Context: an optimization exercise on an open-source flow, tuned for small area, a short achievable clock period and few clock cycles per item. The choices shown serve that exercise and are no tape-out recipe. In this exercise RTL edits were held to simulation tests only and were not proved equivalent to the original. No activity file was given, so power comes from the tool's default toggle rates.

==> flow/design.v <==
package fc_pkg;
    localparam int SAT_W = 64;
    function automatic int idx_w(input int n);
        if (n > 1) begin
            idx_w = $clog2(n);
        end else begin
            idx_w = 1;
        end
    endfunction
endpackage
module fc_mac_lane (
    input  logic                   clk,
    input  logic                   first,
    input  logic [4:0]             one,
    input  logic [4:0]             two,
    input  logic [4:0]             neg,
    input  logic [4:0]             nsg,
    input  logic [4:0]             nz,
    input  logic [8:0]             weight,
    input  logic [10:0]            bias,
    output logic [19:0]            res
);
    localparam logic [9:0] KC_HI = 10'd683;
    localparam logic [9:0] KC_HM = 10'd682;
    logic [18:0] r_a, r_b;
    logic [5:0] r_u;
    logic r_c;
    logic [18:0] x, bg;
    logic [24:0] k;
    logic [9:0] w1, w2;
    logic [53:0] fs, fc;
    logic [4:0] hs, hc;
    assign w1 = {weight[8], weight};
    assign w2 = {weight, 1'b0};
    assign k = {bias[10] ? KC_HM : KC_HI, {4{bias[10]}}, bias};
    assign x  = first ? k[18:0] : r_a;
    assign bg = first ? 19'd0 : r_b;
    logic [9:0] m0, pp0;
    assign m0 = ({10{one[0]}} & w1) | ({10{two[0]}} & w2);
    assign pp0 = {~((nz[0] & weight[8]) ^ nsg[0]), m0[8:0] ^ {9{neg[0]}}};
    logic [9:0] m1, pp1;
    assign m1 = ({10{one[1]}} & w1) | ({10{two[1]}} & w2);
    assign pp1 = {~((nz[1] & weight[8]) ^ nsg[1]), m1[8:0] ^ {9{neg[1]}}};
    logic [9:0] m2, pp2;
    assign m2 = ({10{one[2]}} & w1) | ({10{two[2]}} & w2);
    assign pp2 = {~((nz[2] & weight[8]) ^ nsg[2]), m2[8:0] ^ {9{neg[2]}}};
    logic [9:0] m3, pp3;
    assign m3 = ({10{one[3]}} & w1) | ({10{two[3]}} & w2);
    assign pp3 = {~((nz[3] & weight[8]) ^ nsg[3]), m3[8:0] ^ {9{neg[3]}}};
    logic [9:0] m4, pp4;
    assign m4 = ({10{one[4]}} & w1) | ({10{two[4]}} & w2);
    assign pp4 = {~((nz[4] & weight[8]) ^ nsg[4]), m4[8:0] ^ {9{neg[4]}}};
    assign fs[0] = neg[0] ^ x[0] ^ bg[0];
    assign fc[0] = (neg[0] & x[0]) | (bg[0] & (neg[0] ^ x[0]));
    assign fs[1] = x[1] ^ bg[1] ^ pp0[1];
    assign fc[1] = (x[1] & bg[1]) | (pp0[1] & (x[1] ^ bg[1]));
    assign fs[2] = neg[1] ^ x[2] ^ bg[2];
    assign fc[2] = (neg[1] & x[2]) | (bg[2] & (neg[1] ^ x[2]));
    assign fs[3] = pp0[2] ^ pp1[0] ^ fs[2];
    assign fc[3] = (pp0[2] & pp1[0]) | (fs[2] & (pp0[2] ^ pp1[0]));
    assign fs[4] = x[3] ^ bg[3] ^ pp0[3];
    assign fc[4] = (x[3] & bg[3]) | (pp0[3] & (x[3] ^ bg[3]));
    assign fs[5] = pp1[1] ^ fc[2] ^ fs[4];
    assign fc[5] = (pp1[1] & fc[2]) | (fs[4] & (pp1[1] ^ fc[2]));
    assign fs[6] = neg[2] ^ x[4] ^ bg[4];
    assign fc[6] = (neg[2] & x[4]) | (bg[4] & (neg[2] ^ x[4]));
    assign fs[7] = pp0[4] ^ pp1[2] ^ pp2[0];
    assign fc[7] = (pp0[4] & pp1[2]) | (pp2[0] & (pp0[4] ^ pp1[2]));
    assign fs[8] = fs[6] ^ fc[4] ^ fs[7];
    assign fc[8] = (fs[6] & fc[4]) | (fs[7] & (fs[6] ^ fc[4]));
    assign fs[9] = x[5] ^ bg[5] ^ pp0[5];
    assign fc[9] = (x[5] & bg[5]) | (pp0[5] & (x[5] ^ bg[5]));
    assign fs[10] = pp1[3] ^ pp2[1] ^ fc[6];
    assign fc[10] = (pp1[3] & pp2[1]) | (fc[6] & (pp1[3] ^ pp2[1]));
    assign fs[11] = fc[7] ^ fs[9] ^ fs[10];
    assign fc[11] = (fc[7] & fs[9]) | (fs[10] & (fc[7] ^ fs[9]));
    assign fs[12] = neg[3] ^ x[6] ^ bg[6];
    assign fc[12] = (neg[3] & x[6]) | (bg[6] & (neg[3] ^ x[6]));
    assign fs[13] = pp0[6] ^ pp1[4] ^ pp2[2];
    assign fc[13] = (pp0[6] & pp1[4]) | (pp2[2] & (pp0[6] ^ pp1[4]));
    assign fs[14] = pp3[0] ^ fs[12] ^ fc[9];
    assign fc[14] = (pp3[0] & fs[12]) | (fc[9] & (pp3[0] ^ fs[12]));
    assign fs[15] = fs[13] ^ fc[10] ^ fs[14];
    assign fc[15] = (fs[13] & fc[10]) | (fs[14] & (fs[13] ^ fc[10]));
    assign fs[16] = x[7] ^ bg[7] ^ pp0[7];
    assign fc[16] = (x[7] & bg[7]) | (pp0[7] & (x[7] ^ bg[7]));
    assign fs[17] = pp1[5] ^ pp2[3] ^ pp3[1];
    assign fc[17] = (pp1[5] & pp2[3]) | (pp3[1] & (pp1[5] ^ pp2[3]));
    assign fs[18] = fc[12] ^ fc[13] ^ fs[16];
    assign fc[18] = (fc[12] & fc[13]) | (fs[16] & (fc[12] ^ fc[13]));
    assign fs[19] = fs[17] ^ fc[14] ^ fs[18];
    assign fc[19] = (fs[17] & fc[14]) | (fs[18] & (fs[17] ^ fc[14]));
    assign fs[20] = neg[4] ^ x[8] ^ bg[8];
    assign fc[20] = (neg[4] & x[8]) | (bg[8] & (neg[4] ^ x[8]));
    assign fs[21] = pp0[8] ^ pp1[6] ^ pp2[4];
    assign fc[21] = (pp0[8] & pp1[6]) | (pp2[4] & (pp0[8] ^ pp1[6]));
    assign fs[22] = pp3[2] ^ pp4[0] ^ fs[20];
    assign fc[22] = (pp3[2] & pp4[0]) | (fs[20] & (pp3[2] ^ pp4[0]));
    assign fs[23] = fc[16] ^ fc[17] ^ fs[21];
    assign fc[23] = (fc[16] & fc[17]) | (fs[21] & (fc[16] ^ fc[17]));
    assign fs[24] = fc[18] ^ fs[22] ^ fs[23];
    assign fc[24] = (fc[18] & fs[22]) | (fs[23] & (fc[18] ^ fs[22]));
    assign fs[25] = x[9] ^ bg[9] ^ pp0[9];
    assign fc[25] = (x[9] & bg[9]) | (pp0[9] & (x[9] ^ bg[9]));
    assign fs[26] = pp1[7] ^ pp2[5] ^ pp3[3];
    assign fc[26] = (pp1[7] & pp2[5]) | (pp3[3] & (pp1[7] ^ pp2[5]));
    assign fs[27] = pp4[1] ^ fc[20] ^ fc[21];
    assign fc[27] = (pp4[1] & fc[20]) | (fc[21] & (pp4[1] ^ fc[20]));
    assign fs[28] = fs[25] ^ fs[26] ^ fc[22];
    assign fc[28] = (fs[25] & fs[26]) | (fc[22] & (fs[25] ^ fs[26]));
    assign fs[29] = fc[23] ^ fs[27] ^ fs[28];
    assign fc[29] = (fc[23] & fs[27]) | (fs[28] & (fc[23] ^ fs[27]));
    assign fs[30] = x[10] ^ bg[10] ^ pp1[8];
    assign fc[30] = (x[10] & bg[10]) | (pp1[8] & (x[10] ^ bg[10]));
    assign fs[31] = pp2[6] ^ pp3[4] ^ pp4[2];
    assign fc[31] = (pp2[6] & pp3[4]) | (pp4[2] & (pp2[6] ^ pp3[4]));
    assign fs[32] = fc[25] ^ fc[26] ^ fs[30];
    assign fc[32] = (fc[25] & fc[26]) | (fs[30] & (fc[25] ^ fc[26]));
    assign fs[33] = fs[31] ^ fc[27] ^ fs[32];
    assign fc[33] = (fs[31] & fc[27]) | (fs[32] & (fs[31] ^ fc[27]));
    assign fs[34] = x[11] ^ bg[11] ^ pp1[9];
    assign fc[34] = (x[11] & bg[11]) | (pp1[9] & (x[11] ^ bg[11]));
    assign fs[35] = pp2[7] ^ pp3[5] ^ pp4[3];
    assign fc[35] = (pp2[7] & pp3[5]) | (pp4[3] & (pp2[7] ^ pp3[5]));
    assign fs[36] = fc[30] ^ fc[31] ^ fs[34];
    assign fc[36] = (fc[30] & fc[31]) | (fs[34] & (fc[30] ^ fc[31]));
    assign fs[37] = fs[35] ^ fc[32] ^ fs[36];
    assign fc[37] = (fs[35] & fc[32]) | (fs[36] & (fs[35] ^ fc[32]));
    assign fs[38] = x[12] ^ bg[12] ^ pp2[8];
    assign fc[38] = (x[12] & bg[12]) | (pp2[8] & (x[12] ^ bg[12]));
    assign fs[39] = pp3[6] ^ pp4[4] ^ fc[34];
    assign fc[39] = (pp3[6] & pp4[4]) | (fc[34] & (pp3[6] ^ pp4[4]));
    assign fs[40] = fc[35] ^ fs[38] ^ fc[36];
    assign fc[40] = (fc[35] & fs[38]) | (fc[36] & (fc[35] ^ fs[38]));
    assign fs[41] = fs[39] ^ fc[37] ^ fs[40];
    assign fc[41] = (fs[39] & fc[37]) | (fs[40] & (fs[39] ^ fc[37]));
    assign fs[42] = x[13] ^ bg[13] ^ pp2[9];
    assign fc[42] = (x[13] & bg[13]) | (pp2[9] & (x[13] ^ bg[13]));
    assign fs[43] = pp3[7] ^ pp4[5] ^ fc[38];
    assign fc[43] = (pp3[7] & pp4[5]) | (fc[38] & (pp3[7] ^ pp4[5]));
    assign fs[44] = fs[42] ^ fc[39] ^ fs[43];
    assign fc[44] = (fs[42] & fc[39]) | (fs[43] & (fs[42] ^ fc[39]));
    assign fs[45] = x[14] ^ bg[14] ^ pp3[8];
    assign fc[45] = (x[14] & bg[14]) | (pp3[8] & (x[14] ^ bg[14]));
    assign fs[46] = pp4[6] ^ fc[42] ^ fs[45];
    assign fc[46] = (pp4[6] & fc[42]) | (fs[45] & (pp4[6] ^ fc[42]));
    assign fs[47] = fc[43] ^ fs[46] ^ fc[44];
    assign fc[47] = (fc[43] & fs[46]) | (fc[44] & (fc[43] ^ fs[46]));
    assign fs[48] = x[15] ^ bg[15] ^ pp3[9];
    assign fc[48] = (x[15] & bg[15]) | (pp3[9] & (x[15] ^ bg[15]));
    assign fs[49] = pp4[7] ^ fc[45] ^ fs[48];
    assign fc[49] = (pp4[7] & fc[45]) | (fs[48] & (pp4[7] ^ fc[45]));
    assign fs[50] = x[16] ^ bg[16] ^ pp4[8];
    assign fc[50] = (x[16] & bg[16]) | (pp4[8] & (x[16] ^ bg[16]));
    assign fs[51] = fc[48] ^ fs[50] ^ fc[49];
    assign fc[51] = (fc[48] & fs[50]) | (fc[49] & (fc[48] ^ fs[50]));
    assign fs[52] = x[17] ^ bg[17] ^ pp4[9];
    assign fc[52] = (x[17] & bg[17]) | (pp4[9] & (x[17] ^ bg[17]));
    assign fs[53] = x[18] ^ bg[18] ^ fc[52];
    assign fc[53] = (x[18] & bg[18]) | (fc[52] & (x[18] ^ bg[18]));
    assign hs[0] = fc[28] ^ fs[33];
    assign hc[0] = fc[28] & fs[33];
    assign hs[1] = fc[33] ^ fs[37];
    assign hc[1] = fc[33] & fs[37];
    assign hs[2] = fc[40] ^ fs[44];
    assign hc[2] = fc[40] & fs[44];
    assign hs[3] = fc[46] ^ fs[49];
    assign hc[3] = fc[46] & fs[49];
    assign hs[4] = fc[50] ^ fs[52];
    assign hc[4] = fc[50] & fs[52];
    always_ff @(posedge clk) begin
        r_a <= {hc[4], hs[4], hc[3], hs[3], hc[2], hs[2], hc[1], hc[0], hs[0], fc[24], fc[19], fc[15], fc[11], fc[8], fc[5], fc[3], fc[1], fc[0], pp0[0]};
        r_b <= {fs[53], fc[51], fs[51], fc[47], fs[47], fc[41], fs[41], hs[1], fc[29], fs[29], fs[24], fs[19], fs[15], fs[11], fs[8], fs[5], fs[3], fs[1], fs[0]};
        r_c <= fc[53];
        r_u <= first ? k[24:19] : r_u + 6'(r_c);
    end
    logic [24:0] acc_a, acc_b;
    assign acc_a = {r_u, r_a};
    assign acc_b = {5'd0, r_c, r_b};
    logic [24:0] cg, cp;
    assign cg = acc_a & acc_b;
    assign cp = acc_a ^ acc_b;
    logic lo_g0, lo_p0;
    assign lo_g0 = cg[1] | (cp[1] & cg[0]);
    assign lo_p0 = cp[1] & cp[0];
    logic lo_g1, lo_p1;
    assign lo_g1 = cg[3] | (cp[3] & cg[2]);
    assign lo_p1 = cp[3] & cp[2];
    logic lo_g2, lo_p2;
    assign lo_g2 = cg[5] | (cp[5] & cg[4]);
    assign lo_p2 = cp[5] & cp[4];
    logic lo_g3, lo_p3;
    assign lo_g3 = cg[7] | (cp[7] & cg[6]);
    assign lo_p3 = cp[7] & cp[6];
    logic lo_g4, lo_p4;
    assign lo_g4 = cg[9] | (cp[9] & cg[8]);
    assign lo_p4 = cp[9] & cp[8];
    logic lo_g5, lo_p5;
    assign lo_g5 = cg[11] | (cp[11] & cg[10]);
    assign lo_p5 = cp[11] & cp[10];
    logic lo_g6, lo_p6;
    assign lo_g6 = cg[13] | (cp[13] & cg[12]);
    assign lo_p6 = cp[13] & cp[12];
    logic lo_g7, lo_p7;
    assign lo_g7 = lo_g1 | (lo_p1 & lo_g0);
    assign lo_p7 = lo_p1 & lo_p0;
    logic lo_g8, lo_p8;
    assign lo_g8 = lo_g3 | (lo_p3 & lo_g2);
    assign lo_p8 = lo_p3 & lo_p2;
    logic lo_g9, lo_p9;
    assign lo_g9 = lo_g5 | (lo_p5 & lo_g4);
    assign lo_p9 = lo_p5 & lo_p4;
    logic lo_g10, lo_p10;
    assign lo_g10 = lo_g8 | (lo_p8 & lo_g7);
    assign lo_p10 = lo_p8 & lo_p7;
    logic lo_g11, lo_p11;
    assign lo_g11 = lo_g9 | (lo_p9 & lo_g10);
    assign lo_p11 = lo_p9 & lo_p10;
    logic lo_g12, lo_p12;
    assign lo_g12 = lo_g2 | (lo_p2 & lo_g7);
    assign lo_p12 = lo_p2 & lo_p7;
    logic lo_g13, lo_p13;
    assign lo_g13 = lo_g4 | (lo_p4 & lo_g10);
    assign lo_p13 = lo_p4 & lo_p10;
    logic lo_g14, lo_p14;
    assign lo_g14 = lo_g6 | (lo_p6 & lo_g11);
    assign lo_p14 = lo_p6 & lo_p11;
    logic lo_g15, lo_p15;
    assign lo_g15 = cg[2] | (cp[2] & lo_g0);
    assign lo_p15 = cp[2] & lo_p0;
    logic lo_g16, lo_p16;
    assign lo_g16 = cg[4] | (cp[4] & lo_g7);
    assign lo_p16 = cp[4] & lo_p7;
    logic lo_g17, lo_p17;
    assign lo_g17 = cg[6] | (cp[6] & lo_g12);
    assign lo_p17 = cp[6] & lo_p12;
    logic lo_g18, lo_p18;
    assign lo_g18 = cg[8] | (cp[8] & lo_g10);
    assign lo_p18 = cp[8] & lo_p10;
    logic lo_g19, lo_p19;
    assign lo_g19 = cg[10] | (cp[10] & lo_g13);
    assign lo_p19 = cp[10] & lo_p13;
    logic lo_g20, lo_p20;
    assign lo_g20 = cg[12] | (cp[12] & lo_g11);
    assign lo_p20 = cp[12] & lo_p11;
    logic lo_g21, lo_p21;
    assign lo_g21 = cg[14] | (cp[14] & lo_g14);
    assign lo_p21 = cp[14] & lo_p14;
    logic hi_g0, hi_p0;
    assign hi_g0 = cg[16] | (cp[16] & cg[15]);
    assign hi_p0 = cp[16] & cp[15];
    logic hi_g1, hi_p1;
    assign hi_g1 = cg[18] | (cp[18] & cg[17]);
    assign hi_p1 = cp[18] & cp[17];
    logic hi_g2, hi_p2;
    assign hi_g2 = cg[20] | (cp[20] & cg[19]);
    assign hi_p2 = cp[20] & cp[19];
    logic hi_g3, hi_p3;
    assign hi_g3 = cg[22] | (cp[22] & cg[21]);
    assign hi_p3 = cp[22] & cp[21];
    logic hi_g4, hi_p4;
    assign hi_g4 = cg[24] | (cp[24] & cg[23]);
    assign hi_p4 = cp[24] & cp[23];
    logic hi_g5, hi_p5;
    assign hi_g5 = hi_g1 | (hi_p1 & hi_g0);
    assign hi_p5 = hi_p1 & hi_p0;
    logic hi_g6, hi_p6;
    assign hi_g6 = hi_g3 | (hi_p3 & hi_g2);
    assign hi_p6 = hi_p3 & hi_p2;
    logic hi_g7, hi_p7;
    assign hi_g7 = hi_g6 | (hi_p6 & hi_g5);
    assign hi_p7 = hi_p6 & hi_p5;
    logic hi_g8, hi_p8;
    assign hi_g8 = hi_g2 | (hi_p2 & hi_g5);
    assign hi_p8 = hi_p2 & hi_p5;
    logic hi_g9, hi_p9;
    assign hi_g9 = hi_g4 | (hi_p4 & hi_g7);
    assign hi_p9 = hi_p4 & hi_p7;
    logic hi_g10, hi_p10;
    assign hi_g10 = cg[17] | (cp[17] & hi_g0);
    assign hi_p10 = cp[17] & hi_p0;
    logic hi_g11, hi_p11;
    assign hi_g11 = cg[19] | (cp[19] & hi_g5);
    assign hi_p11 = cp[19] & hi_p5;
    logic hi_g12, hi_p12;
    assign hi_g12 = cg[21] | (cp[21] & hi_g8);
    assign hi_p12 = cp[21] & hi_p8;
    logic hi_g13, hi_p13;
    assign hi_g13 = cg[23] | (cp[23] & hi_g7);
    assign hi_p13 = cp[23] & hi_p7;
    logic [14:0] lo_s;
    logic c15;
    logic [9:0] hi0, hi1;
    assign lo_s[0] = cp[0];
    assign lo_s[1] = cp[1] ^ cg[0];
    assign lo_s[2] = cp[2] ^ lo_g0;
    assign lo_s[3] = cp[3] ^ lo_g15;
    assign lo_s[4] = cp[4] ^ lo_g7;
    assign lo_s[5] = cp[5] ^ lo_g16;
    assign lo_s[6] = cp[6] ^ lo_g12;
    assign lo_s[7] = cp[7] ^ lo_g17;
    assign lo_s[8] = cp[8] ^ lo_g10;
    assign lo_s[9] = cp[9] ^ lo_g18;
    assign lo_s[10] = cp[10] ^ lo_g13;
    assign lo_s[11] = cp[11] ^ lo_g19;
    assign lo_s[12] = cp[12] ^ lo_g11;
    assign lo_s[13] = cp[13] ^ lo_g20;
    assign lo_s[14] = cp[14] ^ lo_g14;
    assign c15 = lo_g21;
    assign hi0[0] = cp[15];
    assign hi1[0] = ~cp[15];
    assign hi0[1] = cp[16] ^ cg[15];
    assign hi1[1] = cp[16] ^ (cg[15] | cp[15]);
    assign hi0[2] = cp[17] ^ hi_g0;
    assign hi1[2] = cp[17] ^ (hi_g0 | hi_p0);
    assign hi0[3] = cp[18] ^ hi_g10;
    assign hi1[3] = cp[18] ^ (hi_g10 | hi_p10);
    assign hi0[4] = cp[19] ^ hi_g5;
    assign hi1[4] = cp[19] ^ (hi_g5 | hi_p5);
    assign hi0[5] = cp[20] ^ hi_g11;
    assign hi1[5] = cp[20] ^ (hi_g11 | hi_p11);
    assign hi0[6] = cp[21] ^ hi_g8;
    assign hi1[6] = cp[21] ^ (hi_g8 | hi_p8);
    assign hi0[7] = cp[22] ^ hi_g12;
    assign hi1[7] = cp[22] ^ (hi_g12 | hi_p12);
    assign hi0[8] = cp[23] ^ hi_g7;
    assign hi1[8] = cp[23] ^ (hi_g7 | hi_p7);
    assign hi0[9] = cp[24] ^ hi_g13;
    assign hi1[9] = cp[24] ^ (hi_g13 | hi_p13);
    logic [8:0] eq_z, eq_o;
    assign eq_z[0] = (acc_a[15] | acc_b[15]) == cp[16];
    assign eq_o[0] = (acc_a[15] & acc_b[15]) != cp[16];
    assign eq_z[1] = (acc_a[16] | acc_b[16]) == cp[17];
    assign eq_o[1] = (acc_a[16] & acc_b[16]) != cp[17];
    assign eq_z[2] = (acc_a[17] | acc_b[17]) == cp[18];
    assign eq_o[2] = (acc_a[17] & acc_b[17]) != cp[18];
    assign eq_z[3] = (acc_a[18] | acc_b[18]) == cp[19];
    assign eq_o[3] = (acc_a[18] & acc_b[18]) != cp[19];
    assign eq_z[4] = (acc_a[19] | acc_b[19]) == cp[20];
    assign eq_o[4] = (acc_a[19] & acc_b[19]) != cp[20];
    assign eq_z[5] = (acc_a[20] | acc_b[20]) == cp[21];
    assign eq_o[5] = (acc_a[20] & acc_b[20]) != cp[21];
    assign eq_z[6] = (acc_a[21] | acc_b[21]) == cp[22];
    assign eq_o[6] = (acc_a[21] & acc_b[21]) != cp[22];
    assign eq_z[7] = (acc_a[22] | acc_b[22]) == cp[23];
    assign eq_o[7] = (acc_a[22] & acc_b[22]) != cp[23];
    assign eq_z[8] = (acc_a[23] | acc_b[23]) == cp[24];
    assign eq_o[8] = (acc_a[23] & acc_b[23]) != cp[24];
    logic all_z, all_o, ovf0, ovf1;
    assign all_z = &eq_z;
    assign all_o = &eq_o;
    assign ovf0 = !((all_z && !cp[15]) || (all_o && cp[15]));
    assign ovf1 = !((all_z && cp[15]) || (all_o && !cp[15]));
    assign res = {hi1[9], hi0[9], ovf1, ovf0, c15, lo_s};
endmodule
module fc_layer_engine #(
    parameter int N_IN  = 64,
    parameter int N_OUT = 16,
    parameter int DW    = 10,
    parameter int WW    = 9,
    parameter int BW    = 11,
    parameter int ACCW  = 25,
    parameter int OW    = 16,
    parameter int SHIFT = 0
) (
    input  logic                       clk,
    input  logic                       rst_n,
    input  logic                       in_valid,
    input  logic [DW-1:0]              in_data,
    output logic                       in_ready,
    output logic [fc_pkg::idx_w(N_IN)-1:0] w_addr,
    input  logic [N_OUT*WW-1:0]        weight,
    input  logic [N_OUT*BW-1:0]        bias,
    output logic                       out_valid,
    input  logic                       out_ready,
    output logic [OW-1:0]              out_data,
    output logic [fc_pkg::idx_w(N_OUT)-1:0] out_idx,
    output logic                       layer_done
);
    localparam int IN_W  = fc_pkg::idx_w(N_IN);
    localparam int OUT_W = fc_pkg::idx_w(N_OUT);
    localparam int ND    = (DW + 1) / 2;       
    localparam int RW    = OW + 4;             
    logic                   r_in_ready;
    logic                   r_in_stall;  
    logic [IN_W-1:0]        r_in_cnt;
    logic                   r_cnt_zero;  
    logic                   r_cnt_last;  
    logic                   r_pend;      
    logic                   r_last;      
    logic                   r_fin;       
    logic                   r_ob_full;   
    logic [OUT_W-1:0]       r_rd_idx;    
    logic                   r_rd_last;   
    logic [N_OUT-1:0]       r_rd_oh;     
    logic                   r_out_valid;
    logic                   r_out_vint;  
    logic [OUT_W-1:0]       r_out_idx;
    logic                   r_out_last;  
    logic [OW-1:0]          r_out_data;
    logic [OW-1:0]          r_out_q;     
    logic [OW-1:0]          w_out_new;
    logic                   r_done;
    logic [RW-1:0]          r_obuf [N_OUT];
    logic [RW-1:0]          w_raw  [N_OUT];
    localparam int NG = 4;
    logic [ND-1:0]          g_one [NG];
    logic [ND-1:0]          g_two [NG];
    logic [ND-1:0]          g_neg [NG];
    logic [ND-1:0]          g_nsg [NG];
    logic [ND-1:0]          g_nz  [NG];
    logic                   g_first [NG];
    logic [N_OUT*WW-1:0]    r_w;
    logic [N_OUT*BW-1:0]    r_bias;      
    logic                   w_in_fire;
    logic                   w_out_fire;
    logic                   w_capture;
    logic                   w_move;
    logic [IN_W-1:0]        w_in_cnt_n;
    logic                   w_pend_n;
    logic                   w_ob_full_n;
    logic                   w_in_ready_n;
    logic [ND-1:0]          w_one, w_two, w_neg;
    logic [DW:0]            w_xe;
    logic [RW-1:0]          w_rd;
    logic                   w_sgn, w_ovf;
    assign in_ready   = r_in_ready;
    assign w_addr     = r_in_cnt;
    assign out_valid  = r_out_valid;
    assign out_idx    = r_out_idx;
    assign out_data   = r_out_q;
    assign layer_done = r_done;
    assign w_in_fire  = in_valid && !r_in_stall;
    assign w_out_fire = r_out_vint && out_ready;
    assign w_capture  = r_fin && !r_ob_full;
    assign w_move     = r_ob_full && (!r_out_vint || out_ready);
    assign w_in_cnt_n  = w_in_fire ? r_in_cnt + IN_W'(1) : r_in_cnt;
    assign w_pend_n    = (w_in_fire && r_cnt_last) || (r_pend && !w_capture);
    assign w_ob_full_n = w_capture || (r_ob_full && !(w_move && r_rd_last));
    assign w_in_ready_n = !(w_in_fire ? r_cnt_last : r_cnt_zero) || !w_pend_n || !w_ob_full_n;
    assign w_xe = {in_data, 1'b0};
    genvar d;
    generate
        for (d = 0; d < ND; d++) begin : g_booth
            logic b2, b1, b0;
            assign b0 = w_xe[2*d];
            assign b1 = w_xe[2*d+1];
            assign b2 = (2*d+2 <= DW) ? w_xe[2*d+2] : w_xe[DW];
            assign w_one[d] = b1 ^ b0;
            assign w_two[d] = (b2 & ~b1 & ~b0) | (~b2 & b1 & b0);
            assign w_neg[d] = b2 & ~(b1 & b0);
        end
    endgenerate
    always_ff @(posedge clk or negedge rst_n) begin
        if (!rst_n) begin
            r_in_ready  <= 1'b0;
            r_in_stall  <= 1'b1;
            r_in_cnt    <= '0;
            r_cnt_zero  <= 1'b1;
            r_cnt_last  <= 1'b0;
            r_pend      <= 1'b0;
            r_last      <= 1'b0;
            r_fin       <= 1'b0;
            r_ob_full   <= 1'b0;
            r_rd_idx    <= '0;
            r_rd_last   <= 1'b0;
            r_out_valid <= 1'b0;
            r_out_vint  <= 1'b0;
            r_out_idx   <= '0;
            r_out_last  <= 1'b0;
            r_done      <= 1'b0;
        end else begin
            r_in_cnt    <= w_in_cnt_n;
            r_cnt_zero  <= (w_in_cnt_n == '0);
            r_cnt_last  <= (w_in_cnt_n == IN_W'(N_IN - 1));
            r_pend      <= w_pend_n;
            r_in_ready  <= w_in_ready_n;
            r_in_stall  <= !w_in_ready_n;
            r_last      <= w_in_fire && r_cnt_last;
            r_fin       <= r_last || (r_fin && !w_capture);
            r_ob_full   <= w_ob_full_n;
            if (w_capture) begin
                r_rd_idx  <= '0;
                r_rd_last <= 1'b0;
            end else if (w_move) begin
                r_rd_idx  <= r_rd_idx + OUT_W'(1);
                r_rd_last <= (r_rd_idx == OUT_W'(N_OUT - 2));
            end
            if (w_move) begin
                r_out_valid <= 1'b1;
                r_out_vint  <= 1'b1;
                r_out_idx   <= r_rd_idx;
                r_out_last  <= r_rd_last;
            end else if (w_out_fire) begin
                r_out_valid <= 1'b0;
                r_out_vint  <= 1'b0;
            end
            r_done      <= w_out_fire && r_out_last;
        end
    end
    always_ff @(posedge clk) begin
        r_w <= weight;
        r_bias <= bias;
    end
    genvar g;
    generate
        for (g = 0; g < NG; g++) begin : g_stage1
            logic [ND-1:0] one_q, two_q, neg_q, nsg_q, nz_q;
            logic          first_q;
            logic [ND-1:0] one_d, two_d, neg_d, nsg_d, nz_d;
            logic          first_d;
            localparam bit INV = (g % 2) == 1;
            logic fire;
            assign fire    = (g < 2) ? (in_valid && r_in_ready) : (in_valid && !r_in_stall);
            assign one_d   = fire ? w_one : '0;
            assign two_d   = fire ? w_two : '0;
            assign neg_d   = fire ? w_neg : '0;
            assign nsg_d   = fire ? w_neg : '1;
            assign nz_d    = fire ? (w_one | w_two) : '0;
            assign first_d = fire && r_cnt_zero;
            always_ff @(posedge clk) begin
                one_q   <= INV ? ~one_d : one_d;
                two_q   <= INV ? ~two_d : two_d;
                neg_q   <= INV ? ~neg_d : neg_d;
                nsg_q   <= INV ? ~nsg_d : nsg_d;
                nz_q    <= INV ? ~nz_d  : nz_d;
                first_q <= INV ? ~first_d : first_d;
            end
            assign g_one[g]   = INV ? ~one_q : one_q;
            assign g_two[g]   = INV ? ~two_q : two_q;
            assign g_neg[g]   = INV ? ~neg_q : neg_q;
            assign g_nsg[g]   = INV ? ~nsg_q : nsg_q;
            assign g_nz[g]    = INV ? ~nz_q  : nz_q;
            assign g_first[g] = INV ? ~first_q : first_q;
        end
    endgenerate
    genvar k;
    generate
        for (k = 0; k < N_OUT; k++) begin : g_lane
            localparam int G = k / (N_OUT / NG);
            fc_mac_lane u_lane (
                .clk    (clk),
                .first  (g_first[G]),
                .one    (g_one[G]),
                .two    (g_two[G]),
                .neg    (g_neg[G]),
                .nsg    (g_nsg[G]),
                .nz     (g_nz[G]),
                .weight (r_w[k*WW +: WW]),
                .bias   (r_bias[k*BW +: BW]),
                .res    (w_raw[k])
            );
        end
    endgenerate
    always_ff @(posedge clk) begin
        if (w_capture) begin
            for (int i = 0; i < N_OUT; i++) begin
                r_obuf[i] <= w_raw[i];
            end
        end
    end
    always_ff @(posedge clk) begin
        if (w_capture) begin
            r_rd_oh <= N_OUT'(1);
        end else if (w_move) begin
            r_rd_oh <= {r_rd_oh[N_OUT-2:0], r_rd_oh[N_OUT-1]};
        end
    end
    always_comb begin
        w_rd = '0;
        for (int i = 0; i < N_OUT; i++) begin
            w_rd = w_rd | (r_rd_oh[i] ? r_obuf[i] : '0);
        end
    end
    assign w_sgn = w_rd[OW-1] ? w_rd[OW+3] : w_rd[OW+2];
    assign w_ovf = w_rd[OW-1] ? w_rd[OW+1] : w_rd[OW];
    assign w_out_new = {w_sgn, w_ovf ? {(OW-1){!w_sgn}} : w_rd[OW-2:0]};
    always_ff @(posedge clk) begin
        r_out_data <= w_move ? w_out_new : r_out_q;
        r_out_q    <= w_move ? w_out_new : r_out_data;
    end
endmodule
==> flow/flow/run.sh <==
#!/bin/bash
# Own layout flow, built on the standard flow (standard.sh):
#  1. the standard synthesis, unchanged (bash standard.sh synth);
#  2. flow/polarity.py re-wires the inverters around full-adder cells in the synthesized
#     netlist (a full adder fed complemented inputs gives complemented outputs), which removes
#     inverters; no flip-flop, port or other cell changes (the original netlist is kept as
#     1_2_yosys.std.v);
#  3. the standard ORFS layout steps (bash standard.sh finish) with the port buffers made of
#     plain buffers and a larger setup-repair margin, so that timing repair keeps working
#     towards a shorter clock period. The clock period and constraints are the design's.
# Each step writes its full output to a log file of its own in this folder.
set -euo pipefail
MARGIN=$(cat flow/margin.txt)
R=orfs/results/${FLOW_PLATFORM:-sky130hd}/fc_layer_engine/base
bash standard.sh synth > synth.log 2>&1
cp "$R/1_2_yosys.v" "$R/1_2_yosys.std.v"
python3 flow/polarity.py "$R/1_2_yosys.std.v" "$R/1_2_yosys.pol.v" > polarity.log 2>&1
mv "$R/1_2_yosys.pol.v" "$R/1_2_yosys.v"
rm -f "$R/1_synth.odb" "$R/1_synth.sdc"
bash standard.sh finish SETUP_SLACK_MARGIN="$MARGIN" \
    BUFFER_PORTS_ARGS="-buffer_cell sky130_fd_sc_hd__buf_1" > layout.log 2>&1
test -f out/final.def
==> flow/flow/margin.txt <==
5.4
==> flow/flow/polarity.py <==
#!/usr/bin/env python3
"""Re-wire inverters around full-adder cells in a flat Yosys netlist.

A full adder with all three inputs complemented produces both outputs complemented, so each
fa cell may be fed complemented inputs if its readers are given complemented outputs. This
picks, per fa cell, whether to do so (local search) to minimise the inverters needed, then
writes the netlist with the inverters rebuilt: one inverter per net that some reader needs
complemented. Only inverter cells and the nets around fa cells change; other cells, the
flip-flops and the ports stay as they are.
usage: polarity.py in.v out.v
"""
import re
import sys
import random
from collections import defaultdict

INV_RE = re.compile(r'^sky130_fd_sc_hd__(inv|clkinv)_\d+$')
FA_RE = re.compile(r'^sky130_fd_sc_hd__fa_\d+$')


def main():
    src = open(sys.argv[1]).read()
    m = re.search(r'(module\s+(\w+)\s*\(.*?\);)(.*?)(endmodule)', src, re.S)
    head, body = m.group(1), m.group(3)
    # split body into statements
    stmts = [s.strip() for s in re.split(r';', body) if s.strip()]
    decls, cells, assigns = [], [], []
    for s in stmts:
        if re.match(r'^(input|output|inout|wire|reg)\b', s):
            decls.append(s)
        elif s.startswith('assign'):
            assigns.append(s)
        else:
            mm = re.match(r'^(\S+)\s+(\S+)\s*\((.*)\)$', s, re.S)
            if not mm:
                raise SystemExit(f"cannot parse: {s[:80]}")
            typ, name, conns = mm.groups()
            pins = {}
            for p, n in re.findall(r'\.(\w+)\(([^()]*)\)', conns):
                pins[p] = n.strip()
            cells.append([typ, name, pins])
    outpins = {'X', 'Y', 'Q', 'Q_N', 'SUM', 'COUT', 'HI', 'LO'}
    # inverter graph
    inv_of = {}  # output net -> input net
    for typ, name, pins in cells:
        if INV_RE.match(typ):
            inv_of[pins['Y']] = pins['A']

    def resolve(net):
        """net -> (base net, parity) through inverter chains"""
        p = 0
        seen = 0
        while net in inv_of:
            net = inv_of[net]
            p ^= 1
            seen += 1
            if seen > 100:
                raise SystemExit("inverter loop")
        return net, p

    assign_nets = set()
    for a in assigns:
        for n in re.findall(r"[A-Za-z_\\][\w\\\[\]\.$:]*(?:\[\d+\])?", a):
            assign_nets.add(n)
    port_nets = set()
    for d in decls:
        if d.startswith('output'):
            for n in re.findall(r'(\w+)\s*$', d):
                port_nets.add(n)
    fa_cells = [c for c in cells if FA_RE.match(c[0])]
    fa_index = {c[1]: i for i, c in enumerate(fa_cells)}
    fa_out = {}  # base net -> fa idx driving it
    for i, (typ, name, pins) in enumerate(fa_cells):
        for p in ('SUM', 'COUT'):
            if p in pins and pins[p]:
                fa_out[pins[p]] = i
    # readers: list of (base net, parity, consumer fa idx or -1, cell ref, pin)
    readers = []
    for ci, (typ, name, pins) in enumerate(cells):
        if INV_RE.match(typ):
            continue
        for p, n in pins.items():
            if p in outpins or n == '' or p == 'CLK':
                continue
            b, par = resolve(n)
            fi = fa_index.get(name, -1) if FA_RE.match(typ) else -1
            readers.append([b, par, fi, ci, p])
    fixed_reads = []
    for n in assign_nets | port_nets:
        if n in inv_of:
            b, par = resolve(n)
            fixed_reads.append((b, par, n))
    by_net = defaultdict(list)
    for r in readers:
        by_net[r[0]].append(r)
    for b, par, n in fixed_reads:
        by_net[b].append([b, par, -1, None, n])
    nets_of_fa = defaultdict(set)
    for b, rs in by_net.items():
        if b in fa_out:
            nets_of_fa[fa_out[b]].add(b)
        for r in rs:
            if r[2] >= 0:
                nets_of_fa[r[2]].add(b)
    x = [0] * len(fa_cells)

    def net_cost(b):
        xd = x[fa_out[b]] if b in fa_out else 0
        need = False
        for r in by_net[b]:
            xc = x[r[2]] if r[2] >= 0 else 0
            if r[1] ^ xd ^ xc:
                need = True
                break
        return 1 if need else 0

    def total():
        return sum(net_cost(b) for b in by_net)

    before_inv = sum(1 for c in cells if INV_RE.match(c[0]))
    best = total()
    sys.stderr.write(f"inverter cells before: {before_inv}, needed with no flips: {best}\n")
    best_x = list(x)
    best_c = best
    for seed in range(6):
        rng = random.Random(seed)
        x[:] = [0] * len(fa_cells) if seed == 0 else [rng.randint(0, 1) for _ in fa_cells]
        order = list(range(len(fa_cells)))
        for it in range(60):
            improved = False
            rng.shuffle(order)
            for i in order:
                nets = nets_of_fa[i]
                c0 = sum(net_cost(b) for b in nets)
                x[i] ^= 1
                c1 = sum(net_cost(b) for b in nets)
                if c1 < c0 or (c1 == c0 and rng.random() < 0.3):
                    improved |= c1 < c0
                else:
                    x[i] ^= 1
            if not improved and it > 10:
                break
        c = total()
        if c < best_c:
            best_c, best_x = c, list(x)
    x[:] = best_x
    after = total()
    sys.stderr.write(f"needed after flips: {after}, flipped fa: {sum(x)}\n")
    # rebuild: drop all inverters; for each base net that needs a complement, one inverter
    new_cells = []
    for c in cells:
        if not INV_RE.match(c[0]):
            new_cells.append(c)
    comp = {}
    k = 0

    def comp_net(b):
        nonlocal k
        if b not in comp:
            nn = f"_pinv{k}_"
            k += 1
            comp[b] = nn
            new_cells.append(["sky130_fd_sc_hd__inv_1", f"_pinvc{k}_", {"A": b, "Y": nn}])
        return comp[b]

    extra_assign = []
    for b, rs in by_net.items():
        xd = x[fa_out[b]] if b in fa_out else 0
        for r in rs:
            xc = x[r[2]] if r[2] >= 0 else 0
            need = r[1] ^ xd ^ xc
            if r[3] is None:
                # a net read by an assign/port: drive it from b or its complement
                extra_assign.append((r[4], comp_net(b) if need else b))
                continue
            cells[r[3]][2][r[4]] = comp_net(b) if need else b
    # fa outputs keep their nets; every reference now uses base nets or new complements
    # the outputs of flipped fa cells carry complemented values: give those nets new names
    ren = {}
    for i, (typ, name, pins) in enumerate(fa_cells):
        if x[i]:
            for p in ('SUM', 'COUT'):
                if p in pins and pins[p]:
                    ren[pins[p]] = f"_pflip{len(ren)}_"
    for i, c in enumerate(fa_cells):
        if x[i]:
            c[1] = c[1] + "_pf" if not c[1].startswith("\\") else c[1] + "_pf"
    for b in list(ren):
        if b in port_nets or b in assign_nets:
            raise SystemExit(f"flipped fa drives a port or assign: {b}")
    for c in new_cells:
        for p in list(c[2]):
            if c[2][p] in ren:
                c[2][p] = ren[c[2][p]]
    extra_assign = [(l, ren.get(r, r)) for l, r in extra_assign]

    def esc(n):
        return n + " " if n.startswith("\\") else n

    out = [head]
    for d in decls:
        out.append("  " + d + " ;")
    for nn in list(comp.values()) + list(ren.values()):
        out.append(f"  wire {nn};")
    for typ, name, pins in new_cells:
        conns = ", ".join(f".{p}({esc(n)})" for p, n in pins.items())
        out.append(f"  {typ} {esc(name)} ({conns});")
    for a in assigns:
        out.append("  " + a + " ;")
    for lhs, rhs in extra_assign:
        out.append(f"  assign {esc(lhs)} = {esc(rhs)};")
    out.append("endmodule")
    open(sys.argv[2], 'w').write("\n".join(out) + "\n")
    sys.stderr.write(f"inverter cells after: {len(comp)}\n")


if __name__ == "__main__":
    main()
==> flow/standard.sh <==
#!/bin/bash
# synth_recipe.tcl (not shown) runs the flow's synth.tcl, then flattens the netlist and writes it again
# the make line also repeats each setting of config.mk as NAME=value (left out here)
make -C /OpenROAD-flow-scripts/flow DESIGN_CONFIG=/design/flow/config.mk WORK_HOME=/design/flow/orfs CLKGATE_MAP_FILE= SYNTH_SCRIPT=/design/flow/synth_recipe.tcl "${@:-finish}"
==> flow/config.mk <==
export PLATFORM = sky130hd
export DESIGN_NAME = fc_layer_engine
export DESIGN_NICKNAME = fc_layer_engine
export VERILOG_FILES = /design/flow/design.v
export SDC_FILE = /design/flow/constraint.sdc
export NUM_CORES = 4
export LEC_CHECK = 0
export CAP_MARGIN = 20
export CORE_MARGIN = 2
export CORE_UTILIZATION = 55
export SETUP_SLACK_MARGIN = 5.0
export SLEW_MARGIN = 20
export TNS_END_PERCENT = 30
==> flow/constraint.sdc <==
create_clock -name core_clock -period 8.5 [get_ports {clk}]
set_input_delay 1.7000 -clock core_clock [delete_from_list [all_inputs] [get_ports {clk}]]
set_output_delay 1.7000 -clock core_clock [all_outputs]
set_load 0.01 [all_outputs]
==> flow_metrics.tcl, run 1 <==
set metrics [dict create \
    grt_max_degree 164 \
    hold_start "r_out_data[15]" \
    irDropWorstVdd_uv 226 \
    syn-num-nets 9892 \
    layout_commonest_cell "dfxtp_1" \
    cp_max_fo 2 \
    grt_antenna_before_repair 22 \
    grt_pass1_wl_mm 429 \
    coreArea_sq_um 167000 \
    setup_violations 0 \
    fillers 13500 \
    run_status "complete, no violations" \
    portBuffers 362 \
    reg2reg_to "r_obuf[4][11]" \
    cts_max_path_buffers 3 \
    synth_cells 8015 \
    fin_crit_ps 3220 \
    comb_power_share_pct 52.7 \
    placed_area_sq_um 95300 \
    r2r-start "g_lane[4].u_lane.r_b[0]" \
    overflow 0 \
    min_to "r_out_q[15]" \
    die_w_microns 413 \
    p_sw_share_pct 42.1 \
    hpwl_mm 211 \
    cts_tree "built" \
    p_clk_share_pct 18.4 \
    first_pass_iters 6 \
    die_h_microns 413 \
    cp-end-kind "flip-flop" \
    clk_latency_ps 840 \
    vias_per_cell 5.87 \
    multi_input_area_sq_um 54100 \
    post-route-period-util_pct 37.9 \
    cp-start-kind "flip-flop" \
    p_sw_mw 18.0 \
    cts.sinks 1538 \
    p_int_mw 24.7 \
    drtAntennaViolNets 0 \
    num_rows 150 \
    seqPwrFrac_pct 28.9 \
    start_util_pct 55.3 \
    min_path_cells 2 \
    synthToLayoutAreaGrowth_pct 13.3 \
    final_cell_mix "dfxtp_1 (1114), fa_1 (997), xnor2_1 (795), inv_1 (714), ha_1 (511)" \
    cts-buffers-inserted 172 \
    wl_per_cell_microns 27.7 \
    finClkSkew_ps 31.1 \
    cp_data_arrival_time_ps 3810 \
    cts_max_level 4 \
    syn-mean-instance-area_sq_um 11.5 \
    die_area_sq_um 171000 \
    whs_ps 433 \
    drt-total-wl_mm 296 \
    cts_hold_buffers 0 \
    final-hold-violation-count 0 \
    reg2reg_slack_ps 5280 \
    rsz0062_at_grt "true" \
    reg2regPathDepth 10 \
    criticalPathCategory "flip-flop to flip-flop" \
    fin_util_pct 62.6 \
    worstPathRequired_ps 9080 \
    cts_root_buf "clkbuf_16" \
    leakage_nw 43.8 \
    synth_area_sq_um 92100 \
    max_clock_freq_mhz 310 \
    worstMarginPinSlew_ps 1250 \
    max_slew_margin_pct 16.4 \
    gp_congestion 0.979 \
    drv_slew 0 \
    fin_area_sq_um 104000 \
    drc_errors 0 \
    hold_class "flip-flop to flip-flop" \
    groute.usage.overall_pct 34.5 \
    nNetsFinal 10200 \
    p_per_area_nw_per_um2 409 \
    num_vias 62700 \
    max_cap_viol_count 0 \
    grt_pass1_vias 64200 \
    dr.first_iter.drc_count 5226 \
    seq_area_sq_um 34300 \
    totalNegativeSetupSlack_ps 0 \
    drive_above_1_share_pct 9.61 \
    num_io_pins 363 \
    clkSlewWorstSetupHoldPaths_ps 70 \
    synth_warnings 17 \
]
registers in the layout, indices dropped and copies added (netlist names), 16 cells and up:
signal	flops
g_stage1.neg_q	20
r_obuf	320
g_lane.u_lane.r_a	304
r_rd_oh	16
g_stage1.nz_q	20
g_stage1.one_q	20
g_lane.u_lane.r_u	96
r_bias	176
g_lane.u_lane.r_b	304
g_stage1.nsg_q	20
g_stage1.two_q	20
r_out_q	16
r_w	144
r_out_data	16
g_lane.u_lane.r_c	16
stage by stage:
| stage | power (mW) | worst slack (ps) | std cells |
|---|---|---|---|
| final | 42.7 | 5280 | 10700 |
| after global routing | 46.3 | 5250 | 10700 |
| after CTS | 42.8 | 5290 | 10600 |
| after detailed placement | 34.1 | 4490 | 10200 |
| after global placement | 33.3 | 4540 | 10200 |
| after floorplan | 26.1 | 2760 | 8015 |
cell type report:
class | instances | share of cell area (%)
antenna | 7 | 0.0168
clock buffer | 231 | 4.66
clock inverter | 92 | 1.05
inverter | 733 | 2.69
multi-input combinational | 5294 | 51.8
sequential | 1538 | 32.9
tap | 2204 | 2.64
timing repair buffer | 595 | 4.24
power by group through the flow:
stage	Combinational [mW]	Clock, mW	Sequential (mW)
final	22.5	7.88	12.3
after global routing	25.5	8.28	12.6
after CTS	22.5	8.00	12.3
after detailed placement	21.7	0	12.4
after global placement	20.9	0	12.4
after floorplan	14.5	0	11.7
worst max-delay path by stage:
stage                                  from  cells past startpoint                       end
global route        g_lane[4].u_lane.r_b[0]                     11             r_obuf[4][13]
floorplan                         r_ob_full                      2              r_obuf[0][0]
CTS                              r_out_q[1]                      1               out_data[1]
finish              g_lane[4].u_lane.r_b[0]                     10             r_obuf[4][11]
global placement        g_stage1[0].first_q                      7  g_lane[3].u_lane.r_b[12]
detailed placement      g_stage1[0].first_q                      7  g_lane[3].u_lane.r_b[12]
layer usage:
metal	track usage, %	vias up	wire (microns)
met2	54.4	2626	136000
met5	0	-	137
met4	13.3	20	12300
met3	7.79	550	25900
met1	46.6	32100	122000
li1	-	27400	-
what timing repair did:
action,4_1_cts,5_1_grt
setup endpoints to repair,398,202
cloned,18,13
resized for setup,210,109
pin swaps,32,59
setup buffers,39,68
endpoints found under the hold margin,0,0
worst max-delay path, cell delays in order, from the launching register on:
cell       delay [ps]
dfxtp_2           330
ha_4              150
fa_2              350
inv_2              50
nor2b_1            40
o31a_1            300
a311o_1           410
a2111oi_4         400
nor2_1            120
fa_1              440
xor2_1            390
Testbench counts, summed over its fixed seeds: cycles 12,440, items 192.
==> run 2: changes to the inputs <==
--- a/flow/config.mk
+++ b/flow/config.mk
@@ -9,5 +9,4 @@
 export CORE_MARGIN = 2
-export CORE_UTILIZATION = 55
+export CORE_UTILIZATION = 62
 export SETUP_SLACK_MARGIN = 5.0
 export SLEW_MARGIN = 20
-export TNS_END_PERCENT = 30
==> run 2 against run 1 <==
Cell area about the same; largest cell class unchanged; global-route usage up 3.3 points; largest power group unchanged; highest routed layer unchanged; clock-buffer cell count fell by 8; still clean; clock skew grew 8.6 ps; via count rose by 1.3%; cell count down 2.3%; first-iteration DRC count increased by 20%; power shrank 0.29%; wire length is 2.4% lower.
==> flow_metrics.tcl, run 2 <==
set metrics [dict create \
    run_status "complete, no violations" \
    clkSlewWorstSetupHoldPaths_ps 60 \
    drtAntennaViolNets 0 \
    p_sw_share_pct 41.8 \
    grt_antenna_before_repair 24 \
    die_w_microns 389 \
    dr.first_iter.drc_count 6276 \
    drv_slew 0 \
    pre_cts_ws_ps 4610 \
    grt_max_degree 93 \
    fin_util_pct 70.7 \
    cts.sinks 1538 \
    synthToLayoutAreaGrowth_pct 13.4 \
    max_slew_margin_pct 2.94 \
    cts_max_level 4 \
    layout_commonest_cell "dfxtp_1" \
    p_sw_mw 17.8 \
    p_int_mw 24.8 \
    finClkSkew_ps 39.7 \
    cts_root_buf "clkbuf_16" \
    placedCellCount 9953 \
    largestRegisters "r_obuf (320), g_lane.u_lane.r_a (304), g_lane.u_lane.r_b (304)" \
    rsz0062_at_grt "true" \
    num_vias 63500 \
    max_cap_viol_count 0 \
    r2r-start "g_lane[3].u_lane.r_b[0]" \
    cp-end-kind "flip-flop" \
    first_pass_iters 6 \
    setup_violations 0 \
    reg2reg_slack_ps 5320 \
    portBuffers 362 \
    placed_area_sq_um 95000 \
    syn-mean-instance-area_sq_um 11.5 \
    worstMarginPinSlew_ps 1460 \
    max_clock_freq_mhz 314 \
    final-hold-violation-count 0 \
    groute.usage.overall_pct 37.9 \
    p_per_area_nw_per_um2 408 \
    final_cell_mix "dfxtp_1 (1114), fa_1 (987), xnor2_1 (795), inv_1 (713), ha_1 (509)" \
    cp_data_arrival_time_ps 3700 \
    grt_pass1_wl_mm 421 \
    fin_crit_ps 3180 \
    totalNegativeSetupSlack_ps 0 \
    reg2reg_to "r_obuf[3][9]" \
    min_to "r_fin" \
    largest_reg_flops 320 \
    whs_ps 436 \
    cts_hold_buffers 0 \
    irDropWorstVdd_uv 268 \
    worstPathRequired_ps 9020 \
    final-instance-count-excl-fill 10400 \
    grt_pass1_vias 64700 \
    die_h_microns 389 \
    setup_ws_ps 5320 \
    criticalPathCategory "flip-flop to flip-flop" \
    comb_power_share_pct 52.9 \
    cp_max_fo 2 \
    cp-start-kind "flip-flop" \
    synth_area_sq_um 92100 \
    fin_area_sq_um 104000 \
    min_path_cells 1 \
    p_total_mw 42.6 \
    start_util_pct 62.4 \
    vias_per_cell 6.08 \
    leakage_nw 44.0 \
    seqPwrFrac_pct 29.0 \
    drt-total-wl_mm 289 \
    cts-buffers-inserted 166 \
    syn-num-nets 9892 \
    p_clk_share_pct 18.2 \
    synth_warnings 17 \
    overflow 0 \
    reg2regPathDepth 10 \
    nNetsFinal 10300 \
    num_rows 141 \
    hold_start "r_last" \
    drc_errors 0 \
    cts_max_path_buffers 3 \
    hpwl_mm 205 \
    synth_cells 8015 \
    hold_class "flip-flop to flip-flop" \
    num_io_pins 363 \
    drive_above_1_share_pct 10.6 \
    coreArea_sq_um 148000 \
    wl_per_cell_microns 27.7 \
    gp_congestion 1.04 \
    clk_latency_ps 810 \
    cts_tree "built" \
    post-route-period-util_pct 37.4 \
    die_area_sq_um 152000 \
    largest_register "r_obuf" \
]
-- run 2: power groups by stage --
stage | logic (mW) | registers (mW) | clock network, mW
2_1_floorplan | 14.5 | 11.7 | 0
3_3_place_gp | 20.5 | 12.4 | 0
3_5_place_dp | 21.5 | 12.4 | 0
4_1_cts | 22.2 | 12.3 | 7.81
5_1_grt | 25.3 | 12.6 | 8.10
6_report | 22.5 | 12.3 | 7.73
-- run 2: layer usage --
metal  wire (microns)  GRT usage [%]  part of all wire [%]  up-vias
met5              170              0                 0.059        -
met3            30700           9.66                    11      666
met2           131000           58.7                    45     3301
met1           112000           50.5                    39    32100
li1                 -              -                     -    27500
met4            15300           16.9                   5.3       26
-- run 2: what timing repair did --
item / in CTS / in global routing
pin swaps: 56 / 22
setup buffers: 47 / 106
gates cloned: 16 / 15
setup endpoints to repair: 482 / 202
gates resized for setup: 230 / 177
-- run 2: worst max path at each step --
stage	from	end
final	g_lane[3].u_lane.r_b[0]	r_obuf[3][9]
after global routing	g_lane[3].u_lane.r_b[0]	r_obuf[3][14]
after CTS	g_stage1[3].first_q	g_lane[13].u_lane.r_b[12]
after detailed placement	g_stage1[1].first_q	g_lane[6].u_lane.r_b[12]
after global placement	g_stage1[1].first_q	g_lane[6].u_lane.r_b[12]
after floorplan	r_ob_full	r_obuf[0][0]
-- run 2: area by class of cell --
cell class | count | area [sq um]
multi-input combinational | 5294 | 54200
sequential | 1538 | 34300
tap | 1930 | 2410
antenna | 5 | 12.5
clock buffer | 223 | 4830
fill | 10700 | 43300
inverter | 733 | 2820
clock inverter | 83 | 993
timing repair inverter | 1 | 7.51
timing repair buffer | 642 | 4890
-- run 2: worst max-delay path: stages (launching register included) --
cell	delay (ps)
dfxtp_2	340
ha_4	160
fa_2	360
inv_2	80
nor2b_4	60
o31a_1	310
a311o_1	350
buf_4	170
a21o_1	190
fa_1	430
xor2_1	460
==> run 3: changes to the inputs <==
--- a/flow/design.v
+++ b/flow/design.v
@@ -405,3 +405,3 @@
     logic [RW-1:0]          w_raw  [N_OUT];
-    localparam int NG = 4;
+    localparam int NG = 2;
     logic [ND-1:0]          g_one [NG];
--- a/flow/config.mk
+++ b/flow/config.mk
@@ -9,3 +9,3 @@
 export CORE_MARGIN = 2
-export CORE_UTILIZATION = 62
+export CORE_UTILIZATION = 55
 export SETUP_SLACK_MARGIN = 5.0
==> run 3 against run 2 <==
Combinational power up 8.9%; worst hold slack got worse by 10 ps; cell area is 1.5% higher; first-iteration DRC count increased by 7.7%; critical endpoint is now r_obuf[5][14]; sequential share of layout area decreased by 1.5 points; critical path type unchanged; power increased by 3.9%; maximum frequency decreased by 1.8%; sequential cell count decreased by 52; non-clock buffer count increased by 78; critical path depth increased by 2.
==> flow_metrics.tcl, run 3 <==
set metrics [dict create \
    first_pass_iters 8 \
    cts_max_level 4 \
    min_path_cells 2 \
    wl_per_cell_microns 30.0 \
    gp_congestion 0.958 \
    reg2regPathDepth 12 \
    die_w_microns 410 \
    crit_path_top_delay_cell "fa_2" \
    num_vias 64200 \
    grt_pass1_vias 66000 \
    max_cap_viol_count 0 \
    critPathBufInv 3 \
    criticalPathCategory "flip-flop to flip-flop" \
    cts_hold_buffers 0 \
    worstPathRequired_ps 9050 \
    largestRegisters "r_obuf (320), g_lane.u_lane.r_a (304), g_lane.u_lane.r_b (304)" \
    nNetsFinal 10200 \
    die_area_sq_um 168000 \
    critPathMaxStageDelay_ps 500 \
    run_status "complete, no violations" \
    die_h_microns 410 \
    max_clock_freq_mhz 308 \
    cts-buffers-inserted 169 \
    setup_violations 0 \
    dr.first_iter.drc_count 6759 \
    cts.sinks 1486 \
    final_cell_mix "dfxtp_1 (1073), fa_1 (929), xnor2_1 (796), inv_1 (681), ha_1 (513)" \
    critical-path-top-delay-family "compound AO/OA/AOI/OAI gates" \
    num_io_pins 363 \
    cp_cell_sequence "ha_4, fa_2, inv_2, nor2b_2, o31a_1, a311o_1, a2111oi_4, buf_4, o31ai_4, a31oi_1, inv_1, fa_2" \
    grt_max_degree 150 \
    cts_root_buf "clkbuf_16" \
    drv_slew 0 \
    finClkSkew_ps 29.8 \
    fin_crit_ps 3240 \
    synth_warnings 17 \
    num_rows 149 \
    totalNegativeSetupSlack_ps 0 \
    syn-num-nets 9797 \
    cp.depth 12 \
    syn-mean-instance-area_sq_um 11.5 \
    cp_max_fo 2 \
    largest_reg_flops 320 \
    portBuffers 362 \
    final-instance-count-excl-fill 10700 \
    drt-total-wl_mm 321 \
    clk_latency_ps 840 \
    drc_errors 0 \
    irDropWorstVdd_uv 333 \
    cts_max_path_buffers 3 \
    cpMostUsedCell "fa_2" \
    p_total_mw 44.2 \
    overflow 0 \
    rsz0062_at_grt "true" \
    start_util_pct 55.2 \
    leakage_nw 44.4 \
    cp-end-kind "flip-flop" \
    post-route-period-util_pct 38.1 \
    fin_area_sq_um 106000 \
    groute.usage.overall_pct 37.7 \
    hold_class "flip-flop to flip-flop" \
    p_per_area_nw_per_um2 418 \
    worstMarginPinSlew_ps 1210 \
    final-hold-violation-count 0 \
    vias_per_cell 6.00 \
    synth_cells 7920 \
    drtAntennaViolNets 0 \
    cts_tree "built" \
    grt_antenna_before_repair 45 \
    clkSlewWorstSetupHoldPaths_ps 60 \
    coreArea_sq_um 165000 \
    layout_commonest_cell "dfxtp_1" \
    synthToLayoutAreaGrowth_pct 16.6 \
    placedCellCount 10100 \
    drive_above_1_share_pct 12.5 \
    synth_area_sq_um 90900 \
    grt_pass1_wl_mm 458 \
    placed_area_sq_um 94000 \
    largest_register "r_obuf" \
    hpwl_mm 216 \
    cp_data_arrival_time_ps 3790 \
    cp-start-kind "flip-flop" \
    max_slew_margin_pct 19.6 \
]
[run 3: worst paths after layout]
path | slack, ps | endpoint | from
setup / recovery | 5260 | r_obuf[5][14] | g_lane[5].u_lane.r_b[0]
hold / removal | 430 | r_out_q[15] | r_out_data[15]
max in group asynchronous | 7320 | r_cnt_zero | rst_n
setup reg to reg | 5260 | r_obuf[5][14] | g_lane[5].u_lane.r_b[0]
hold reg to reg | 430 | r_out_q[15] | r_out_data[15]
min in group asynchronous | 870 | r_out_idx[0] | rst_n
[run 3: worst reg2reg max path, cell delays in order (launching register included)]
cell and delay, ps:
dfxtp_2 330, ha_4 160, fa_2 370, inv_2 70
nor2b_2 40, o31a_1 300, a311o_1 360, a2111oi_4 300
buf_4 190, o31ai_4 60, a31oi_1 220, inv_1 90
fa_2 500
[run 3: layout make-up]
class                      instances  area [sq um]
antenna                           12          30.0
clock inverter                    89          1150
timing repair inverter             1          5.00
fill                           12900         58700
tap                             2189          2740
inverter                         702          2720
timing repair buffer             720          6700
sequential                      1486         33300
clock buffer                     227          4710
multi-input combinational       5266         54600
[run 3: report_power, final]
group	switching (mW)	leakage, nW	internal [mW]
clock network	3.21	2.85	4.57
logic	14.2	28.9	10.3
registers	1.87	12.7	10.1
[run 3: what timing repair did]
action                     4_1_cts  5_1_grt
pin swaps                       72       90
cloned                          45       13
buffers inserted               129       84
setup endpoints to repair      501      225
gates resized for setup        378      201
[run 3: per-layer routing]
metal | wire [microns] | global-route usage (%) | part of all wire, % | vias up
met5 | 165 | 0 | 0.051 | -
met2 | 143000 | 58.0 | 45 | 3497
li1 | - | - | - | 27400
met3 | 31200 | 8.50 | 9.7 | 924
met1 | 122000 | 48.6 | 38 | 32400
met4 | 24600 | 23.0 | 7.6 | 26
[run 3: through the flow]
stage                     utilization, %  setup slack, ps  hold WS [ps]
after floorplan                        -             2770           399
after global placement              57.1             4200           411
after detailed placement            57.1             4140           416
after CTS                           63.3             5220           431
after global routing                64.3             5180           457
final                               64.4             5260           426
Testbench counts of run 3, summed over its fixed seeds: cycles 12,440, items 192.
==> run 4: changes to the inputs <==
--- a/flow/design.v
+++ b/flow/design.v
@@ -405,3 +405,3 @@
     logic [RW-1:0]          w_raw  [N_OUT];
-    localparam int NG = 2;
+    localparam int NG = 4;
     logic [ND-1:0]          g_one [NG];
--- a/flow/config.mk
+++ b/flow/config.mk
@@ -10,2 +10,4 @@
 export CORE_UTILIZATION = 55
+export CTS_CLUSTER_DIAMETER = 100
+export CTS_CLUSTER_SIZE = 25
 export SETUP_SLACK_MARGIN = 5.0
==> run 4 against run 3 <==
Cell area shrank 4.5%; core utilization shrank 3.6 points; global-route usage shrank 3.6 points; first-iteration DRC count shrank 13%; sequential cell count grew 52; sequential share of layout area grew 2.6 points; combinational power shrank 8%; power shrank 11%; largest power group unchanged.
==> flow_metrics.tcl, run 4 <==
set metrics [dict create \
    rsz0062_at_grt "true" \
    largest_register "r_obuf" \
    p_total_mw 39.3 \
    worstPathRequired_ps 9010 \
    largestRegisters "r_obuf (320), g_lane.u_lane.r_a (304), g_lane.u_lane.r_b (304)" \
    irDropWorstVdd_uv 269 \
    max_clock_freq_mhz 318 \
    drt-total-wl_mm 294 \
    cp-start-kind "flip-flop" \
    worstMarginPinSlew_ps 1340 \
    largest_reg_flops 320 \
    synth_area_sq_um 92100 \
    vias_per_cell 5.90 \
    critPathMaxStageDelay_ps 470 \
    cts.sinks 1538 \
    crit_start "g_lane[3].u_lane.r_b[0]" \
    drv_slew 0 \
    cp-end-kind "flip-flop" \
    num_io_pins 363 \
    whs_ps 449 \
    grt_antenna_before_repair 29 \
    drive_above_1_share_pct 8.41 \
    hold_start "r_out_data[15]" \
    grt_max_degree 163 \
    seqPwrFrac_pct 31.3 \
    portBuffers 362 \
    critPathBufInv 2 \
    setup_violations 0 \
    final_cell_mix "dfxtp_1 (1100), fa_1 (986), xnor2_1 (793), inv_1 (715), ha_1 (511)" \
    hold_class "flip-flop to flip-flop" \
    num_vias 62100 \
    max_cap_viol_count 0 \
    cts_tree "built" \
    grt_pass1_wl_mm 425 \
    gp_congestion 1.01 \
    leakage_nw 42.2 \
    first_pass_iters 7 \
    clkSlewWorstSetupHoldPaths_ps 100 \
    p_int_mw 22.0 \
    comb_power_share_pct 57.6 \
    r2r-start "g_lane[3].u_lane.r_b[0]" \
    nNetsFinal 10100 \
    max_slew_margin_pct 10.4 \
    setup_ws_ps 5360 \
    crit_path_top_delay_cell "fa_1" \
    drc_errors 0 \
    fin_crit_ps 3140 \
    criticalPathCategory "flip-flop to flip-flop" \
    cp_max_fo 2 \
    syn-mean-instance-area_sq_um 11.5 \
    p_clk_share_pct 11.1 \
    start_util_pct 55.3 \
    coreArea_sq_um 167000 \
    cts_hold_buffers 0 \
    final-instance-count-excl-fill 10500 \
    final-hold-violation-count 0 \
    placedCellCount 10200 \
    pre_cts_ws_ps 4150 \
    p_per_area_nw_per_um2 388 \
    cts_root_buf "clkbuf_16" \
    synth_cells 8015 \
    clk_latency_ps 780 \
    die_w_microns 413 \
    cts_max_path_buffers 3 \
    post-route-period-util_pct 37.0 \
    overflow 0 \
    hpwl_mm 211 \
    die_h_microns 413 \
    p_sw_mw 17.2 \
    drtAntennaViolNets 0 \
    synth_warnings 17 \
    cp_data_arrival_time_ps 3660 \
    cts-buffers-inserted 74 \
    cp_cell_sequence "ha_4, fa_2, inv_2, nor2b_1, o31a_1, a311o_1, buf_4, a21o_1, fa_1, xor2_2" \
    totalNegativeSetupSlack_ps 0 \
    p_sw_share_pct 43.9 \
    grt_pass1_vias 63000 \
    dr.first_iter.drc_count 5855 \
    finClkSkew_ps 38.1 \
    groute.usage.overall_pct 34.2 \
    wl_per_cell_microns 27.9 \
    syn-num-nets 9892 \
    num_rows 150 \
    synthToLayoutAreaGrowth_pct 9.86 \
    cts_max_level 3 \
    layout_commonest_cell "dfxtp_1" \
    die_area_sq_um 171000 \
    critical-path-top-delay-family "adder cells" \
    run_status "complete, no violations" \
]
[run 4: repair_timing]
action                                  in CTS  in global routing
pin swaps                                   53                 25
endpoints found under the setup margin     449                131
cloned                                      18                 11
gates resized for setup                    251                173
setup buffers                               53                 76
[run 4: cell type report]
cell class	instances	area, sq um
multi-input cells	5294	54200
flip-flops and latches	1538	34300
fillers	13800	65500
repair buffers	616	4740
clock buffers	117	2190
inverters	733	2810
clock inverters	11	105
diodes	11	27.5
well taps	2204	2760
[run 4: power by group through the flow]
stage                     combinational (mW)  sequential, mW  clock (mW)
final                                   22.6            12.3        4.37
after global routing                    25.6            12.5        4.70
after CTS                               22.6            12.3        4.48
after detailed placement                21.8            12.4           0
after global placement                  21.0            12.4           0
after floorplan                         14.5            11.7           0
[run 4: per-layer routing]
metal,up-vias,GRT usage (%),share of wire (%)
met5,-,0,0.047
met4,24,11.9,4.1
met3,482,6.18,8.3
met2,2565,53.6,46
met1,31900,47.7,42
li1,27100,-,-
[run 4: metrics by stage]
step	util, %	cell area (sq um)
2_1_floorplan	-	92300
3_3_place_gp	57.2	95400
3_5_place_dp	57.2	95400
4_1_cts	59.8	99700
5_1_grt	60.7	101000
6_report	60.7	101000
[run 4: final timing paths]
check,to,slack (ps),depth (start not counted)
hold reg to reg,r_out_q[15],450,2
setup / recovery,r_obuf[3][9],5360,10
setup reg to reg,r_obuf[3][9],5360,10
min in group asynchronous,r_done,1050,1
hold / removal,r_out_q[15],450,2
max in group asynchronous,r_in_ready,6810,1
[run 4: worst min-delay path, delay by kind of cell (launching register included)]
family / cells / cell delay (ps)
and+or+nand+nor: 2 / 100
DFF: 1 / 320
Testbench counts of run 4, summed over its fixed seeds: cycles 12,440, items 192.

==> static timing again, ports no longer ideal <==
The flow's constraints put no driver on any port. The routed layouts listed below were extracted and timed again, unchanged, in two steps.
Step 1 assumes that a clkbuf_16 drives the clock port and a buf_2 every other input.
Step 2, shift: input delay + t, output delay - t, t = (earliest + latest rising clock arrival at the registers) / 2. This alone moves slack from input paths to output paths.
Three values: ideal, step 1, step 2; two values: the first two.
run | t (ns) | setup WS [ns] | worst register clock-pin slew, ns
run 1 | 0.921 | 5.278 / 5.211 / 4.912 | 0.07 / 0.07
run 2 | 0.883 | 5.317 / 5.258 / 4.882 | 0.07 / 0.07
run 3 | 0.920 | 5.258 / 5.258 / 4.843 | 0.07 / 0.07
run 4 | 0.845 | 5.356 / 5.296 / 4.880 | 0.12 / 0.12
After both steps setup and hold are still met in every run listed. The setup slack of run 4, which loses most, moves by -0.060 ns with the drivers and by -0.476 ns with both steps.
